What follows belongs to an exercise in optimizing a design on an open flow for small area; a production flow would make more cautious choices.
In this exercise RTL edits were held to simulation tests only and were not proved equivalent to the original.
No activity file was given, so power comes from the tool's default toggle rates.

==> flow/design.v <==
`default_nettype none
package preproc_pkg;
  typedef logic signed [16-1:0] sample_t;
  typedef logic [8-1:0] alpha_t;
  typedef logic [4-1:0] shift_t;
  typedef logic [4-1:0] chan_mask_t;
  typedef logic [$clog2(4)-1:0] chan_idx_t;
  typedef logic [16-1:0] subsampl_t;
  typedef logic [$clog2(4)-1:0] fifo_ptr_t;
  typedef logic [$clog2(4+1)-1:0] fifo_cnt_t;
  typedef logic signed [16+8+1:0] ema_acc_t;
endpackage
`default_nettype wire
`default_nettype none
package preproc_reg_pkg;
  typedef logic [12-1:0] addr_t;
  typedef logic [32-1:0] word_t;
  localparam addr_t REG_CHAN_CFG_BASE    = 'h000;
  localparam addr_t REG_PRE_OFFSET_BASE  = 'h100;
  localparam addr_t REG_POST_OFFSET_BASE = 'h200;
  localparam addr_t REG_SUBSAMPLING = 'h300;
  localparam addr_t REG_SOFT_RESET  = 'h304;
  localparam int unsigned CFG_CHAN_EN_BIT   = 0;
  localparam int unsigned CFG_OFFREM_EN_BIT = 1;
  localparam int unsigned CFG_ALPHA_LSB     = 2;
  localparam int unsigned CFG_SHL_LSB       = 10;
  localparam int unsigned CFG_SHR_LSB       = 14;
  localparam int unsigned CFG_WORD_BITS     = CFG_SHR_LSB + 4;
  localparam word_t ILLEGAL_READ_DATA = 32'hDEADDA7A;
  typedef enum logic [2:0] {
    BANK_CHAN_CFG,
    BANK_PRE_OFFSET,
    BANK_POST_OFFSET,
    BANK_GLOBAL,
    BANK_NONE
  } reg_bank_e;
endpackage
`default_nettype wire
`timescale 1ns/1ns
`default_nettype none
module preproc_cfg_regs (
  input  logic                       clk_i,
  input  logic                       rst_ni,
  input  logic                       cfg_req_i,
  input  logic                       cfg_we_i,
  input  preproc_reg_pkg::addr_t     cfg_addr_i,
  input  preproc_reg_pkg::word_t     cfg_wdata_i,
  output logic                       cfg_gnt_o,
  output preproc_reg_pkg::word_t     cfg_rdata_o,
  output logic                       cfg_rvalid_o,
  output logic                       soft_reset_o,
  output preproc_pkg::chan_mask_t    chan_en_o,
  output preproc_pkg::chan_mask_t    offrem_en_o,
  output preproc_pkg::alpha_t [4-1:0] alpha_o,
  output preproc_pkg::shift_t [4-1:0] shl_o,
  output preproc_pkg::shift_t [4-1:0] shr_o,
  output preproc_pkg::sample_t [4-1:0] pre_offset_o,
  output preproc_pkg::sample_t [4-1:0] post_offset_o,
  output preproc_pkg::subsampl_t     subsampl_o
);
  typedef preproc_pkg::sample_t    sample_t;
  typedef preproc_pkg::alpha_t     alpha_t;
  typedef preproc_pkg::shift_t     shift_t;
  typedef preproc_pkg::chan_mask_t chan_mask_t;
  typedef preproc_pkg::chan_idx_t  chan_idx_t;
  typedef preproc_pkg::subsampl_t  subsampl_t;
  typedef preproc_pkg::fifo_ptr_t  fifo_ptr_t;
  typedef preproc_pkg::fifo_cnt_t  fifo_cnt_t;
  typedef preproc_pkg::ema_acc_t   ema_acc_t;
  logic [preproc_reg_pkg::CFG_WORD_BITS-1:0] chan_cfg_q [4];
  sample_t                  pre_offset_q  [4];
  sample_t                  post_offset_q [4];
  subsampl_t                subsampl_q;
  preproc_reg_pkg::reg_bank_e bank;
  chan_idx_t chan_idx;
  logic      write_en;
  logic      read_en;
  preproc_reg_pkg::word_t     rdata_d;
  preproc_reg_pkg::word_t     rdata_q;
  logic      rvalid_q;
  assign cfg_gnt_o = cfg_req_i;
  assign write_en  = cfg_req_i & cfg_we_i;
  assign read_en   = cfg_req_i & ~cfg_we_i;
  always_comb begin
    bank     = preproc_reg_pkg::BANK_NONE;
    chan_idx = cfg_addr_i[3:2];
    if (cfg_addr_i[7:2] < 4) begin
      if (cfg_addr_i[11:8] == preproc_reg_pkg::REG_CHAN_CFG_BASE[11:8]) begin
        bank = preproc_reg_pkg::BANK_CHAN_CFG;
      end else if (cfg_addr_i[11:8] == preproc_reg_pkg::REG_PRE_OFFSET_BASE[11:8]) begin
        bank = preproc_reg_pkg::BANK_PRE_OFFSET;
      end else if (cfg_addr_i[11:8] == preproc_reg_pkg::REG_POST_OFFSET_BASE[11:8]) begin
        bank = preproc_reg_pkg::BANK_POST_OFFSET;
      end
    end
    if (cfg_addr_i == preproc_reg_pkg::REG_SUBSAMPLING || cfg_addr_i == preproc_reg_pkg::REG_SOFT_RESET) begin
      bank = preproc_reg_pkg::BANK_GLOBAL;
    end
  end
  always_ff @(posedge clk_i or negedge rst_ni) begin
    if (!rst_ni) begin
      for (int i = 0; i < 4; i++) begin
        chan_cfg_q[i]    <= '0;
        pre_offset_q[i]  <= '0;
        post_offset_q[i] <= '0;
      end
      subsampl_q <= '0;
    end else if (write_en) begin
      case (bank)
        preproc_reg_pkg::BANK_CHAN_CFG:    chan_cfg_q[chan_idx]    <= cfg_wdata_i[preproc_reg_pkg::CFG_WORD_BITS-1:0];
        preproc_reg_pkg::BANK_PRE_OFFSET:  pre_offset_q[chan_idx]  <= cfg_wdata_i[16-1:0];
        preproc_reg_pkg::BANK_POST_OFFSET: post_offset_q[chan_idx] <= cfg_wdata_i[16-1:0];
        preproc_reg_pkg::BANK_GLOBAL: begin
          if (cfg_addr_i == preproc_reg_pkg::REG_SUBSAMPLING) begin
            subsampl_q <= cfg_wdata_i[16-1:0];
          end
        end
        default: ;
      endcase
    end
  end
  assign soft_reset_o = write_en & (cfg_addr_i == preproc_reg_pkg::REG_SOFT_RESET);
  always_comb begin
    rdata_d = '0;
    case (bank)
      preproc_reg_pkg::BANK_CHAN_CFG:    rdata_d[preproc_reg_pkg::CFG_WORD_BITS-1:0] = chan_cfg_q[chan_idx];
      preproc_reg_pkg::BANK_PRE_OFFSET:  rdata_d[16-1:0] = pre_offset_q[chan_idx];
      preproc_reg_pkg::BANK_POST_OFFSET: rdata_d[16-1:0] = post_offset_q[chan_idx];
      preproc_reg_pkg::BANK_GLOBAL: begin
        if (cfg_addr_i == preproc_reg_pkg::REG_SUBSAMPLING) begin
          rdata_d[16-1:0] = subsampl_q;
        end
      end
      default: rdata_d = preproc_reg_pkg::ILLEGAL_READ_DATA;
    endcase
  end
  always_ff @(posedge clk_i or negedge rst_ni) begin
    if (!rst_ni) begin
      rvalid_q <= 1'b0;
    end else begin
      rvalid_q <= read_en;
    end
  end
  always_ff @(posedge clk_i) begin
    if (read_en) begin
      rdata_q <= rdata_d;
    end
  end
  assign cfg_rdata_o  = rdata_q;
  assign cfg_rvalid_o = rvalid_q;
  for (genvar i = 0; i < 4; i++) begin : g_fields
    assign chan_en_o[i]     = chan_cfg_q[i][preproc_reg_pkg::CFG_CHAN_EN_BIT];
    assign offrem_en_o[i]   = chan_cfg_q[i][preproc_reg_pkg::CFG_OFFREM_EN_BIT];
    assign alpha_o[i]       = chan_cfg_q[i][preproc_reg_pkg::CFG_ALPHA_LSB +: 8];
    assign shl_o[i]         = chan_cfg_q[i][preproc_reg_pkg::CFG_SHL_LSB +: 4];
    assign shr_o[i]         = chan_cfg_q[i][preproc_reg_pkg::CFG_SHR_LSB +: 4];
    assign pre_offset_o[i]  = pre_offset_q[i];
    assign post_offset_o[i] = post_offset_q[i];
  end
  assign subsampl_o = subsampl_q;
endmodule
`default_nettype wire
`timescale 1ns/1ns
`default_nettype none
module input_sequencer (
  input  logic                    clk_i,
  input  logic                    rst_ni,
  input  logic                    soft_reset_i,
  input  preproc_pkg::chan_mask_t chan_en_i,
  input  logic                    idata_valid_i,
  input  preproc_pkg::chan_mask_t fifo_full_i,
  output logic                    idata_ready_o,
  output logic                    accept_o,
  output preproc_pkg::chan_mask_t active_chan_o,
  output preproc_pkg::chan_idx_t  active_idx_o,
  output logic                    last_in_frame_o
);
  typedef preproc_pkg::sample_t    sample_t;
  typedef preproc_pkg::alpha_t     alpha_t;
  typedef preproc_pkg::shift_t     shift_t;
  typedef preproc_pkg::chan_mask_t chan_mask_t;
  typedef preproc_pkg::chan_idx_t  chan_idx_t;
  typedef preproc_pkg::subsampl_t  subsampl_t;
  typedef preproc_pkg::fifo_ptr_t  fifo_ptr_t;
  typedef preproc_pkg::fifo_cnt_t  fifo_cnt_t;
  typedef preproc_pkg::ema_acc_t   ema_acc_t;
  chan_mask_t pending_q;
  chan_mask_t pending_d;
  chan_mask_t remaining;
  assign active_chan_o = pending_q & (~pending_q + 1'b1);
  always_comb begin
    active_idx_o = '0;
    for (int i = 0; i < 4; i++) begin
      if (active_chan_o[i]) begin
        active_idx_o = chan_idx_t'(i);
      end
    end
  end
  assign idata_ready_o = idata_valid_i & (|active_chan_o) & ~|(fifo_full_i & active_chan_o);
  assign accept_o      = idata_valid_i & idata_ready_o;
  assign remaining       = pending_q ^ active_chan_o;
  assign last_in_frame_o = accept_o & (remaining == '0);
  always_comb begin
    pending_d = pending_q;
    if (soft_reset_i) begin
      pending_d = chan_en_i;
    end else if (accept_o) begin
      pending_d = last_in_frame_o ? chan_en_i : remaining;
    end
  end
  always_ff @(posedge clk_i or negedge rst_ni) begin
    if (!rst_ni) begin
      pending_q <= '0;
    end else begin
      pending_q <= pending_d;
    end
  end
endmodule
`default_nettype wire
`timescale 1ns/1ns
`default_nettype none
module offset_removal (
  input  logic                    clk_i,
  input  logic                    rst_ni,
  input  logic                    soft_reset_i,
  input  logic                    accept_i,
  input  preproc_pkg::chan_idx_t  active_idx_i,
  input  preproc_pkg::sample_t    idata_i,
  input  preproc_pkg::chan_mask_t offrem_en_i,
  input  preproc_pkg::alpha_t [4-1:0] alpha_i,
  input  preproc_pkg::shift_t [4-1:0] shl_i,
  input  preproc_pkg::shift_t [4-1:0] shr_i,
  input  preproc_pkg::sample_t [4-1:0] pre_offset_i,
  input  preproc_pkg::sample_t [4-1:0] post_offset_i,
  output preproc_pkg::sample_t    sample_o
);
  typedef preproc_pkg::sample_t    sample_t;
  typedef preproc_pkg::alpha_t     alpha_t;
  typedef preproc_pkg::shift_t     shift_t;
  typedef preproc_pkg::chan_mask_t chan_mask_t;
  typedef preproc_pkg::chan_idx_t  chan_idx_t;
  typedef preproc_pkg::subsampl_t  subsampl_t;
  typedef preproc_pkg::fifo_ptr_t  fifo_ptr_t;
  typedef preproc_pkg::fifo_cnt_t  fifo_cnt_t;
  typedef preproc_pkg::ema_acc_t   ema_acc_t;
  sample_t ema_q [4];
  logic                                offrem_act;
  sample_t                             cond;
  sample_t                             centered;
  logic [16-1:0]      post_sum;
  logic signed [8+1:0] alpha_w;
  logic signed [8+1:0] alpha_inv;
  ema_acc_t                            ema_acc;
  sample_t                             ema_new;
  assign offrem_act = offrem_en_i[active_idx_i];
  assign cond = (idata_i << shl_i[active_idx_i]) + pre_offset_i[active_idx_i];
  assign centered = offrem_act ? cond - ema_q[active_idx_i] : cond;
  assign post_sum = centered + post_offset_i[active_idx_i];
  assign sample_o = sample_t'(post_sum >> shr_i[active_idx_i]);
  assign alpha_w   = {2'b00, alpha_i[active_idx_i]};
  assign alpha_inv = {2'b01, {8{1'b0}}} - alpha_w;
  assign ema_acc = ema_acc_t'(alpha_w) * ema_acc_t'(cond)
                 + ema_acc_t'(alpha_inv) * ema_acc_t'(ema_q[active_idx_i]);
  assign ema_new = sample_t'(ema_acc >>> 8);
  always_ff @(posedge clk_i or negedge rst_ni) begin
    if (!rst_ni) begin
      for (int i = 0; i < 4; i++) begin
        ema_q[i] <= '0;
      end
    end else if (soft_reset_i) begin
      for (int i = 0; i < 4; i++) begin
        ema_q[i] <= '0;
      end
    end else if (accept_i && offrem_act) begin
      ema_q[active_idx_i] <= ema_new;
    end
  end
endmodule
`default_nettype wire
`timescale 1ns/1ns
`default_nettype none
module output_buffer (
  input  logic                    clk_i,
  input  logic                    rst_ni,
  input  logic                    soft_reset_i,
  input  preproc_pkg::chan_mask_t chan_en_i,
  input  preproc_pkg::subsampl_t  subsampl_i,
  input  logic                    accept_i,
  input  preproc_pkg::chan_mask_t active_chan_i,
  input  logic                    last_in_frame_i,
  input  preproc_pkg::sample_t    sample_i,
  input  logic                    odata_switch_channel_i,
  input  logic                    odata_ack_sample_i,
  output preproc_pkg::chan_mask_t fifo_full_o,
  output preproc_pkg::sample_t    odata_o,
  output logic                    odata_valid_o
);
  typedef preproc_pkg::sample_t    sample_t;
  typedef preproc_pkg::alpha_t     alpha_t;
  typedef preproc_pkg::shift_t     shift_t;
  typedef preproc_pkg::chan_mask_t chan_mask_t;
  typedef preproc_pkg::chan_idx_t  chan_idx_t;
  typedef preproc_pkg::subsampl_t  subsampl_t;
  typedef preproc_pkg::fifo_ptr_t  fifo_ptr_t;
  typedef preproc_pkg::fifo_cnt_t  fifo_cnt_t;
  typedef preproc_pkg::ema_acc_t   ema_acc_t;
  subsampl_t sub_cnt_q;
  sample_t   fifo_mem [4][4];
  fifo_ptr_t wr_ptr_q [4];
  fifo_ptr_t rd_ptr_q [4];
  fifo_cnt_t fill_q   [4];
  chan_mask_t push;
  chan_mask_t pop;
  chan_mask_t empty;
  chan_mask_t sel_q;
  chan_mask_t selected;
  chan_mask_t sel_rest;
  function automatic fifo_ptr_t ptr_next(fifo_ptr_t ptr);
    ptr_next = (ptr == fifo_ptr_t'(4 - 1)) ? '0 : ptr + 1'b1;
  endfunction
  always_ff @(posedge clk_i or negedge rst_ni) begin
    if (!rst_ni) begin
      sub_cnt_q <= '0;
    end else if (soft_reset_i) begin
      sub_cnt_q <= '0;
    end else if (accept_i && last_in_frame_i) begin
      sub_cnt_q <= (sub_cnt_q == subsampl_i) ? '0 : sub_cnt_q + 1'b1;
    end
  end
  assign push = (accept_i && sub_cnt_q == '0) ? active_chan_i : '0;
  for (genvar i = 0; i < 4; i++) begin : g_flags
    assign empty[i]       = (fill_q[i] == '0);
    assign fifo_full_o[i] = (fill_q[i] == fifo_cnt_t'(4));
    assign pop[i]         = odata_ack_sample_i & chan_en_i[i] & ~empty[i];
  end
  always_ff @(posedge clk_i or negedge rst_ni) begin
    if (!rst_ni) begin
      for (int i = 0; i < 4; i++) begin
        wr_ptr_q[i] <= '0;
        rd_ptr_q[i] <= '0;
        fill_q[i]   <= '0;
      end
    end else begin
      for (int i = 0; i < 4; i++) begin
        if (soft_reset_i) begin
          wr_ptr_q[i] <= '0;
          rd_ptr_q[i] <= '0;
          fill_q[i]   <= '0;
        end else begin
          if (push[i]) begin
            wr_ptr_q[i] <= ptr_next(wr_ptr_q[i]);
          end
          if (pop[i]) begin
            rd_ptr_q[i] <= ptr_next(rd_ptr_q[i]);
          end
          fill_q[i] <= fill_q[i] + fifo_cnt_t'(push[i]) - fifo_cnt_t'(pop[i]);
        end
      end
    end
  end
  always_ff @(posedge clk_i) begin
    for (int i = 0; i < 4; i++) begin
      if (push[i]) begin
        fifo_mem[i][wr_ptr_q[i]] <= sample_i;
      end
    end
  end
  assign selected = sel_q & (~sel_q + 1'b1);
  assign sel_rest = sel_q ^ selected;
  always_ff @(posedge clk_i or negedge rst_ni) begin
    if (!rst_ni) begin
      sel_q <= '0;
    end else if (soft_reset_i) begin
      sel_q <= chan_en_i;
    end else if (odata_switch_channel_i) begin
      sel_q <= (sel_rest == '0) ? chan_en_i : sel_rest;
    end
  end
  assign odata_valid_o = |(selected & ~empty);
  always_comb begin
    odata_o = '0;
    for (int i = 0; i < 4; i++) begin
      if (selected[i]) begin
        odata_o = fifo_mem[i][rd_ptr_q[i]];
      end
    end
  end
endmodule
`default_nettype wire
`timescale 1ns/1ns
`default_nettype none
module preproc_top (
  input  logic                   clk_i,
  input  logic                   rst_ni,
  input  logic                   cfg_req_i,
  output logic                   cfg_gnt_o,
  input  logic                   cfg_we_i,
  input  preproc_reg_pkg::addr_t cfg_addr_i,
  input  preproc_reg_pkg::word_t cfg_wdata_i,
  output preproc_reg_pkg::word_t cfg_rdata_o,
  output logic                   cfg_rvalid_o,
  input  preproc_pkg::sample_t   idata_i,
  input  logic                   idata_valid_i,
  output logic                   idata_ready_o,
  output preproc_pkg::sample_t   odata_o,
  output logic                   odata_valid_o,
  input  logic                   odata_switch_channel_i,
  input  logic                   odata_ack_sample_i
);
  typedef preproc_pkg::sample_t    sample_t;
  typedef preproc_pkg::alpha_t     alpha_t;
  typedef preproc_pkg::shift_t     shift_t;
  typedef preproc_pkg::chan_mask_t chan_mask_t;
  typedef preproc_pkg::chan_idx_t  chan_idx_t;
  typedef preproc_pkg::subsampl_t  subsampl_t;
  typedef preproc_pkg::fifo_ptr_t  fifo_ptr_t;
  typedef preproc_pkg::fifo_cnt_t  fifo_cnt_t;
  typedef preproc_pkg::ema_acc_t   ema_acc_t;
  chan_mask_t chan_en;
  chan_mask_t offrem_en;
  alpha_t [4-1:0] alpha;
  shift_t [4-1:0] shl;
  shift_t [4-1:0] shr;
  sample_t [4-1:0] pre_offset;
  sample_t [4-1:0] post_offset;
  subsampl_t  subsampl;
  logic       soft_reset;
  chan_mask_t fifo_full;
  chan_mask_t active_chan;
  chan_idx_t  active_idx;
  logic       accept;
  logic       last_in_frame;
  sample_t    proc_sample;
  preproc_cfg_regs i_cfg_regs (
    .clk_i         (clk_i),
    .rst_ni        (rst_ni),
    .cfg_req_i     (cfg_req_i),
    .cfg_we_i      (cfg_we_i),
    .cfg_addr_i    (cfg_addr_i),
    .cfg_wdata_i   (cfg_wdata_i),
    .cfg_gnt_o     (cfg_gnt_o),
    .cfg_rdata_o   (cfg_rdata_o),
    .cfg_rvalid_o  (cfg_rvalid_o),
    .soft_reset_o  (soft_reset),
    .chan_en_o     (chan_en),
    .offrem_en_o   (offrem_en),
    .alpha_o       (alpha),
    .shl_o         (shl),
    .shr_o         (shr),
    .pre_offset_o  (pre_offset),
    .post_offset_o (post_offset),
    .subsampl_o    (subsampl)
  );
  input_sequencer i_input_sequencer (
    .clk_i           (clk_i),
    .rst_ni          (rst_ni),
    .soft_reset_i    (soft_reset),
    .chan_en_i       (chan_en),
    .idata_valid_i   (idata_valid_i),
    .fifo_full_i     (fifo_full),
    .idata_ready_o   (idata_ready_o),
    .accept_o        (accept),
    .active_chan_o   (active_chan),
    .active_idx_o    (active_idx),
    .last_in_frame_o (last_in_frame)
  );
  offset_removal i_offset_removal (
    .clk_i         (clk_i),
    .rst_ni        (rst_ni),
    .soft_reset_i  (soft_reset),
    .accept_i      (accept),
    .active_idx_i  (active_idx),
    .idata_i       (idata_i),
    .offrem_en_i   (offrem_en),
    .alpha_i       (alpha),
    .shl_i         (shl),
    .shr_i         (shr),
    .pre_offset_i  (pre_offset),
    .post_offset_i (post_offset),
    .sample_o      (proc_sample)
  );
  output_buffer i_output_buffer (
    .clk_i                  (clk_i),
    .rst_ni                 (rst_ni),
    .soft_reset_i           (soft_reset),
    .chan_en_i              (chan_en),
    .subsampl_i             (subsampl),
    .accept_i               (accept),
    .active_chan_i          (active_chan),
    .last_in_frame_i        (last_in_frame),
    .sample_i               (proc_sample),
    .odata_switch_channel_i (odata_switch_channel_i),
    .odata_ack_sample_i     (odata_ack_sample_i),
    .fifo_full_o            (fifo_full),
    .odata_o                (odata_o),
    .odata_valid_o          (odata_valid_o)
  );
endmodule
`default_nettype wire
==> flow/run.sh <==
#!/bin/bash
# synth_recipe.tcl (not shown) runs the flow's synth.tcl, then flattens the netlist and writes it again
# the make line also repeats each setting of config.mk as NAME=value (left out here)
make -C /OpenROAD-flow-scripts/flow DESIGN_CONFIG=/design/flow/config.mk WORK_HOME=/design/flow/orfs CLKGATE_MAP_FILE= SYNTH_SCRIPT=/design/flow/synth_recipe.tcl finish
==> flow/config.mk <==
export PLATFORM = sky130hd
export DESIGN_NAME = preproc_top
export DESIGN_NICKNAME = preproc_top
export VERILOG_FILES = /design/flow/design.v
export SDC_FILE = /design/flow/constraint.sdc
export NUM_CORES = 4
export LEC_CHECK = 0
export CAP_MARGIN = 20
export CORE_MARGIN = 2
export CORE_UTILIZATION = 40
export SLEW_MARGIN = 20
==> flow/constraint.sdc <==
create_clock -name core_clock -period 12.0 [get_ports {clk_i}]
set_input_delay 2.4000 -clock core_clock [delete_from_list [all_inputs] [get_ports {clk_i}]]
set_output_delay 2.4000 -clock core_clock [all_outputs]
set_load 0.01 [all_outputs]
==> results.txt <==
- Post-synthesis sequential area ratio: 40.9%
- Fin. Hold Viols: 0
- RSZ-0062 raised after global routing: no
- Hold crit path type: reg -> reg
- Static leakage: 19.7 nW
- Minimum clock period: 11140 ps
- RR Startpoint: i_input_sequencer.pending_q[3]
- Synth area leaders: dfrtp_1 21%, edfxtp_1 20%, fa_1 13%, mux2_2 6.6%, mux4_2 6.3%
- Detail Placement HPWL: 79600 µm
- Area of the multi-input gates: 21900 µm²
- Via count: 28000
- Hold path startpoint: i_offset_removal.ema_q[0][4]
- Reg area: 16600 µm²
- Peak Freq: 0.0897 GHz
- Final WS setup: 857 ps
- Iter 0 DRT Violations: 2314
- Largest net degree at the start of global routing: 82
- Clock Latency Late Sink: 660 ps
- Crit Path Max Fanout: 16
- Synthesized area per cell: 11.5 µm²
- FP Rows: 116
- Setup violators final: 0
- Async set-reset flop share out of synthesis: 54.8%
- Final WL: 113000 µm
- Vias in the first global route: 27600
- First-pass iteration count of the detailed router: 8
- Synth Cell Area: 40600 µm²
- DRC: 0
- Clock Tree Buf Depth: 3
- Post-place setup slack: 208 ps
- Gr busiest metal: met2
- Hold path cells: 2
- Die footprint: 104000 µm²
- Synth Instances: 3538
- Hold endpoint: i_offset_removal.ema_q[0][4]
- Worst path max stage delay: 940 ps
- Critical Path RT: 12360 ps
- Pwr Density: 152 nW/µm²
- Max Cap Viol: 0
- Synth Register Bits: 608
- Buffers on Ports: 100
- Worst Skew: 34.7 ps
- Synth cell types: 94
- Sink Count: 608
- CP arrival: 11500 ps
- Crit path kind: reg -> reg
- Total CTS buffers: 60
- VDD IR max: 0.159 mV
- Fin nets: 4093
- Critical path endpoint category: register
- Worst Tran Pin Value: 1160 ps
- Grt met1 use: 30.0%
- M3 GR Usage: 4.13%
- Gpl congestion: 0.860
- Worst R2R End: i_output_buffer.fifo_mem[0][10]
- Core area: 100000 µm²
- Clock tree root driver cell: clkbuf_16
- TritonCTS clock tree: done
- Synth warn: 11
- Reg2reg setup slack: 860 ps
- Routed len/inst: 22.5 µm
- Prevailing post-synth register cell: dfrtp_1
- Slowest-stage cell, CP: o21ai_0
- Die height: 323 µm
- Reg2Reg Depth: 38
- Period utilization: 92.9%
- Initial antenna violation count: 2
- Final Max Tran Viols: 0
- Ports: 119
- All-layer global routing usage: 21.8%
- Initial Util: 40.4%
- Vias/cell: 5.55
- TNS Setup: 0 ps
- Worst-path clk slew: 60 ps
- Crit path launch type: register
- Chip width: 323 µm
- First-pass GRT wire length: 172000 µm
- Total grt overflow: 0
- Met2 GRT Util: 35.0%
- Area grow syn2layout: 12.0%
- Area leader, netlist: dfrtp_1
- Number of fill cells: 9433
- Outcome: finished clean
- H-tree Lvls: 2
- Post-route antenna net violation count: 0
- Top-area cell type share of the netlist area: 20.5%
- Hold_buf cts: 0
- Slew HR: 21.8%
- CP dominant cell by count: o21ai_0
- Share of cells above drive strength 1: 17.3%
- Post-synth EDFFs: 275
==> sequential cells by signal, summed over array words and instances (netlist names) <==
register	flops
i_cfg_regs.rvalid_q	1
i_output_buffer.rd_ptr_q	8
i_cfg_regs.chan_cfg_q	72
i_cfg_regs.rdata_q	19
i_output_buffer.fill_q	12
i_output_buffer.wr_ptr_q	8
i_input_sequencer.pending_q	4
i_offset_removal.ema_q	64
i_output_buffer.sel_q	4
i_cfg_regs.pre_offset_q	64
i_output_buffer.fifo_mem	256
i_cfg_regs.subsampl_q	16
i_cfg_regs.post_offset_q	64
i_output_buffer.sub_cnt_q	16
==> Yosys cell counts (28+ instances only) <==
cell type / number
nand2_1: 246
mux4_2: 114
fa_1: 263
nor2_1: 313
a22o_1: 33
ha_1: 139
a22oi_1: 43
clkbuf_1: 145
o21ai_0: 141
xor2_1: 42
nand3_1: 48
and3_1: 29
a21oi_1: 102
inv_1: 373
xnor2_1: 57
mux2_2: 238
mux2i_1: 95
buf_1: 28
edfxtp_1: 275
dfrtp_1: 333
nand2b_1: 56
nor3_1: 36
==> metrics by stage <==
step | cells | total power, mW | area, µm² | hold WS [ps] | util (%)
after floorplan | 3541 | 4.12 | 40600 | 449 | -
after global routing | 5032 | 7.39 | 45500 | 507 | 45.3
after detailed placement | 4919 | 5.09 | 43500 | 471 | 43.3
final | 5033 | 6.94 | 45500 | 482 | 45.3
after CTS | 5032 | 6.99 | 45500 | 484 | 45.3
after global placement | 4919 | 5.04 | 43500 | 463 | 43.3
==> worst max-delay path by stage <==
stage                                        start                               end
detailed placement                      idata_i[0]   i_output_buffer.fifo_mem[4][10]
floorplan                               idata_i[0]     i_offset_removal.ema_q[0][15]
global route        i_input_sequencer.pending_q[0]     i_offset_removal.ema_q[2][14]
CTS                 i_input_sequencer.pending_q[3]  i_output_buffer.fifo_mem[10][10]
finish              i_input_sequencer.pending_q[3]   i_output_buffer.fifo_mem[0][10]
global placement                        idata_i[0]     i_offset_removal.ema_q[2][14]
==> area by class of cell <==
type,instances,share of cell area [%]
Clock inverter,31,0.729
Tap cell,1357,3.73
Timing Repair Buffer,225,4.28
Antenna cell,1,0.00550
Sequential cell,608,36.5
Multi-Input combinational cell,2352,48.1
Inverter,377,3.11
Clock buffer,82,3.59
==> layer usage <==
| metal | vias to the layer above | part of all wire, % |
|---|---|---|
| li1 | 12600 | - |
| met1 | 14500 | 44 |
| met4 | 2 | 3.2 |
| met5 | - | 0.0097 |
| met3 | 173 | 6.1 |
| met2 | 758 | 47 |
==> where the power goes <==
part           leakage (nW)  total [mW]  switching [mW]  internal [mW]
logic                  11.7        2.63            1.68          0.948
registers              7.10        2.41          0.0647           2.35
clock network         0.955        1.89           0.828           1.06
==> cells by family (layout without fill, tap and decap cells) <==
logic type                 Yosys count  after routing  share of synthesized area, %
AOI/OAI and AO/OA                  549            549                          9.35
muxes                              447            447                          15.3
xor gates and xnor gates           100            100                          2.18
adders and majority gates          407            407                          17.4
DFF                                608            608                          40.9
buffers and inverters              581            715                          5.56
other                                1              5                       0.00923
and+or+nand+nor                    845            845                          9.41
==> what timing repair did <==
| action | in CTS | in global routing |
|---|---|---|
| gates resized for setup | 0 | 1 |
| buffers inserted | 0 | 0 |
| setup endpoints to repair | 0 | 16 |
==> worst max-delay path, delay by kind of cell (launching register included) <==
family                   cells  cell delay [ps]
adder cells (fa/ha/maj)      6             2140
buffers and inverters        2              210
XOR/XNOR                     3              640
flip-flops                   1              640
AND/OR/NAND/NOR             13             3120
AO/OA/AOI/OAI               14             4070
==> cells in the final DEF, fill, tap and decap left out, types with 22 or more instances in the layout <==
master / count
clkbuf_16: 60
fa_1: 263
xor2_1: 42
ha_1: 139
and2_1: 23
inv_1: 373
nor2_1: 311
clkdlybuf4s50_1: 97
buf_4: 125
a22o_1: 33
and3_1: 29
a221o_1: 25
mux2_2: 238
a22oi_1: 43
o21ai_0: 140
nand2_1: 246
a21oi_1: 101
edfxtp_1: 275
nand3_1: 48
nor3_1: 32
mux2i_1: 95
mux4_2: 114
xnor2_1: 56
a21o_1: 22
nand2b_1: 56
dfrtp_1: 332

-- afterwards: timing with drivers on the ports --
The flow's constraints put no driver on any port. The routed layout listed below was extracted and timed again, unchanged, in two steps. Step 1 sets driving cells, clkbuf_16 on the clock port and buf_2 on the other inputs (assumed; they add their load-dependent delay and slew). Step 2, shift: input delay + t, output delay - t, t = (earliest + latest rising clock arrival at the registers) / 2. This alone moves slack from input paths to output paths. a / b / c = no drivers / after step 1 / after step 2; a / b = the first two.
shift t [ns]: 0.712
setup slack, ns: 0.857 / 0.857 / 0.271
worst setup path after step 2: input to register
worst register clock-pin slew, ns: 0.08 / 0.08
After both steps setup and hold are still met in this run. For this run, drivers alone change the setup slack by 0.000 ns; drivers and shift together by -0.586 ns.
